Background: an optimization exercise with open tools, aiming at small area and a short achievable clock period. Do not read the settings as production practice.
RTL that was checked went through simulation tests only; none was proved equivalent to the original.

## sensor_min_max_avg_tracker
module sensor_min_max_avg_tracker #(
   parameter int QUEUE_DEPTH = smmat_pkg::QUEUE_DEPTH
) (
   input  logic                                 clock,
   input  logic                                 reset,
   input  logic                                 req_push,
   output logic                                 req_full,
   input  logic                                 req_func,
   input  logic signed [7:0]                    req_temp_sample,
   input  logic [15:0]                          req_visible_sample,
   input  logic [15:0]                          req_infrared_sample,
   output logic                                 rsp_empty,
   input  logic                                 rsp_pop,
   output logic [1:0]                           rsp_channel,
   output logic signed [smmat_pkg::VALUE_W-1:0] rsp_current,
   output logic signed [smmat_pkg::VALUE_W-1:0] rsp_average,
   output logic signed [smmat_pkg::VALUE_W-1:0] rsp_maximum,
   output logic signed [smmat_pkg::STAMP_W-1:0] rsp_max_time,
   output logic signed [smmat_pkg::VALUE_W-1:0] rsp_minimum,
   output logic signed [smmat_pkg::STAMP_W-1:0] rsp_min_time,
   output logic                                 rsp_last,
   input  logic                                 csr_valid,
   output logic                                 csr_ready,
   input  logic [1:0]                           csr_index,
   input  logic [smmat_pkg::PERIOD_W-1:0]       csr_data
);
Settings: LEC_CHECK=0, CAP_MARGIN=20, CORE_MARGIN=2, CORE_UTILIZATION=60, SETUP_SLACK_MARGIN=3.5, SLEW_MARGIN=20; clock period 6.5 ns.
run.sh (not shown) runs the stock make flow with config.mk's settings and CLKGATE_MAP_FILE= SYNTH_SCRIPT=/design/flow/synth_recipe.tcl, a recipe that flattens the netlist after the stock synthesis.
Then changed:
--- a/flow/design.v
+++ b/flow/design.v
@@ -186,31 +186,26 @@
    assign t_avg  = fresh_ff ? T_MAX : t_avg_ff;
    assign t_max  = fresh_ff ? T_MIN : t_max_ff;
    assign t_min  = fresh_ff ? T_MAX : t_min_ff;
    assign t_maxt = fresh_ff ? '1 : t_maxt_ff;
    assign t_mint = fresh_ff ? '1 : t_mint_ff;
    function automatic logic [7:0] t_half(input logic [7:0] a, input logic [7:0] b);
       logic [9:0] s0, s1;
       s0 = {a[7], a, 1'b0} + {b[7], b, 1'b0};
       s1 = {a[7], a, 1'b1} + {b[7], b, 1'b1};
       t_half = s0[9] ? s1[9:2] : s0[9:2];
    endfunction
    assign t_avg_new = fresh_ff ? t_half(head_temp, T_MAX) : t_half(head_temp, t_cur_ff);
-   logic t_gt_raw, t_lt_raw;
-   smmat_gt #(.W(8)) u_t_gt (.a({!head_temp[7], head_temp[6:0]}), .b({!t_max_ff[7], t_max_ff[6:0]}),
-                             .gt(t_gt_raw));
-   smmat_gt #(.W(8)) u_t_lt (.a({!t_min_ff[7], t_min_ff[6:0]}), .b({!head_temp[7], head_temp[6:0]}),
-                             .gt(t_lt_raw));
-   assign t_gt      = fresh_ff ? (head_temp != T_MIN) : t_gt_raw;
-   assign t_lt      = fresh_ff ? (head_temp != T_MAX) : t_lt_raw;
+   assign t_gt      = fresh_ff ? (head_temp != T_MIN) : (head_temp > t_max_ff);
+   assign t_lt      = fresh_ff ? (head_temp != T_MAX) : (head_temp < t_min_ff);
    assign t_max_upd = head_full && t_gt;
    assign t_min_upd = head_full && t_lt;
    always_ff @(posedge clock) begin
       if (pop_tick) begin
          t_cur_ff <= head_temp;
          if (head_full || fresh_ff) begin
             t_avg_ff <= head_full ? t_avg_new : T_MAX;
          end
          if (t_max_upd || fresh_ff) begin
             t_max_ff  <= head_full ? head_temp : T_MIN;
             t_maxt_ff <= t_max_upd ? head_stamp : '1;
          end
@@ -241,29 +236,26 @@
       logic [15:0]   cur, avg, max, min;
       logic [SW-1:0] maxt, mint;
       logic [16:0]   lsum;
       logic          gt, lt, max_upd, min_upd;
       assign s    = (i == 0) ? head_vis : head_ir;
       assign cur  = fresh_ff ? 16'hFFFF : cur_ff;
       assign avg  = fresh_ff ? 16'hFFFF : avg_ff;
       assign max  = fresh_ff ? 16'h0000 : max_ff;
       assign min  = fresh_ff ? 16'hFFFF : min_ff;
       assign maxt = fresh_ff ? '1 : maxt_ff;
       assign mint = fresh_ff ? '1 : mint_ff;
       assign lsum = fresh_ff ? ({1'b0, s} + 17'h0FFFF) : ({1'b0, s} + {1'b0, cur_ff});
-      logic gt_raw, lt_raw;
-      smmat_gt #(.W(16)) u_gt (.a(s), .b(max_ff), .gt(gt_raw));
-      smmat_gt #(.W(16)) u_lt (.a(min_ff), .b(s), .gt(lt_raw));
-      assign gt   = fresh_ff ? (s != 16'h0000) : gt_raw;
-      assign lt   = fresh_ff ? (s != 16'hFFFF) : lt_raw;
+      assign gt   = fresh_ff ? (s != 16'h0000) : (s > max_ff);
+      assign lt   = fresh_ff ? (s != 16'hFFFF) : (s < min_ff);
       assign max_upd = head_full && gt;
       assign min_upd = head_full && lt;
       always_ff @(posedge clock) begin
          if (pop_tick) begin
             cur_ff <= s;
             if (head_full || fresh_ff) begin
                avg_ff <= head_full ? lsum[16:1] : 16'hFFFF;
             end
             if (max_upd || fresh_ff) begin
                max_ff  <= head_full ? s : 16'h0000;
                maxt_ff <= max_upd ? head_stamp : '1;
             end
@@ -324,50 +316,24 @@
       end
    end
    assign rsp_empty    = !rep_valid_ff;
    assign rsp_channel  = {sel_i_ff, sel_v_ff};
    assign rsp_last     = sel_i_ff;
    assign rsp_current  = out_cur_ff;
    assign rsp_average  = out_avg_ff;
    assign rsp_maximum  = out_max_ff;
    assign rsp_minimum  = out_min_ff;
    assign rsp_max_time = out_maxt_ff;
    assign rsp_min_time = out_mint_ff;
 endmodule
-module smmat_gt #(
-   parameter int W = 16
-) (
-   input  logic [W-1:0] a,
-   input  logic [W-1:0] b,
-   output logic         gt
-);
-   localparam int L = $clog2(W);
-   logic [L:0][W-1:0] g;    
-   logic [L:0][W-1:0] e;    
-   for (genvar i = 0; i < W; i++) begin : g_bit
-      assign g[0][i] = a[i] & !b[i];
-      assign e[0][i] = !(a[i] ^ b[i]);
-   end
-   for (genvar l = 0; l < L; l++) begin : g_lvl
-      for (genvar j = 0; j < (W >> (l + 1)); j++) begin : g_grp
-         assign g[l+1][j] = g[l][2*j+1] | (e[l][2*j+1] & g[l][2*j]);
-         assign e[l+1][j] = e[l][2*j+1] & e[l][2*j];
-      end
-      for (genvar j = (W >> (l + 1)); j < W; j++) begin : g_pad
-         assign g[l+1][j] = 1'b0;
-         assign e[l+1][j] = 1'b0;
-      end
-   end
-   assign gt = g[L][0];
-endmodule
 module sensor_min_max_avg_tracker #(
    parameter int QUEUE_DEPTH = smmat_pkg::QUEUE_DEPTH
 ) (
    input  logic                                 clock,
    input  logic                                 reset,
    input  logic                                 req_push,
    output logic                                 req_full,
    input  logic                                 req_func,
    input  logic signed [7:0]                    req_temp_sample,
    input  logic [15:0]                          req_visible_sample,
    input  logic [15:0]                          req_infrared_sample,
    output logic                                 rsp_empty,
Wire length went down by 1.3%; first-iteration DRC count went up by 4.7%; hold slack gets worse by 6.4 ps; final cell count went down by 0.91%; core utilization went down by 2.2 points; global-route usage went down by 0.77 points.
The RTL of the first run of this note was laid out without a check of its function.

[port drivers added, routing unchanged]
No port has a modelled driver above. Below, the same layouts with a new extraction and two added sets of constraints.
Step 1, drivers: a clkbuf_16 drives clock and a buf_2 each remaining input, both assumed.
Step 2 also shifts input and output timing later by t, the mid clock arrival at the registers, as if the neighbouring blocks saw the same clock.
Slacks: ideal / step 1 / step 2; pairs: ideal / step 1.
run	t, ns	setup slack, ns	hold WS [ns]	cell pins on the clock port's net
the first run	0.728	3.409 / 3.409 / 2.954	0.459 / 0.459 / 0.459	1
the second run	0.726	3.479 / 3.466 / 2.904	0.453 / 0.453 / 0.453	1
After both steps setup and hold are still met in every run listed. For the second run, which loses most, drivers alone change the setup slack by -0.013 ns; drivers and shift together by -0.575 ns.
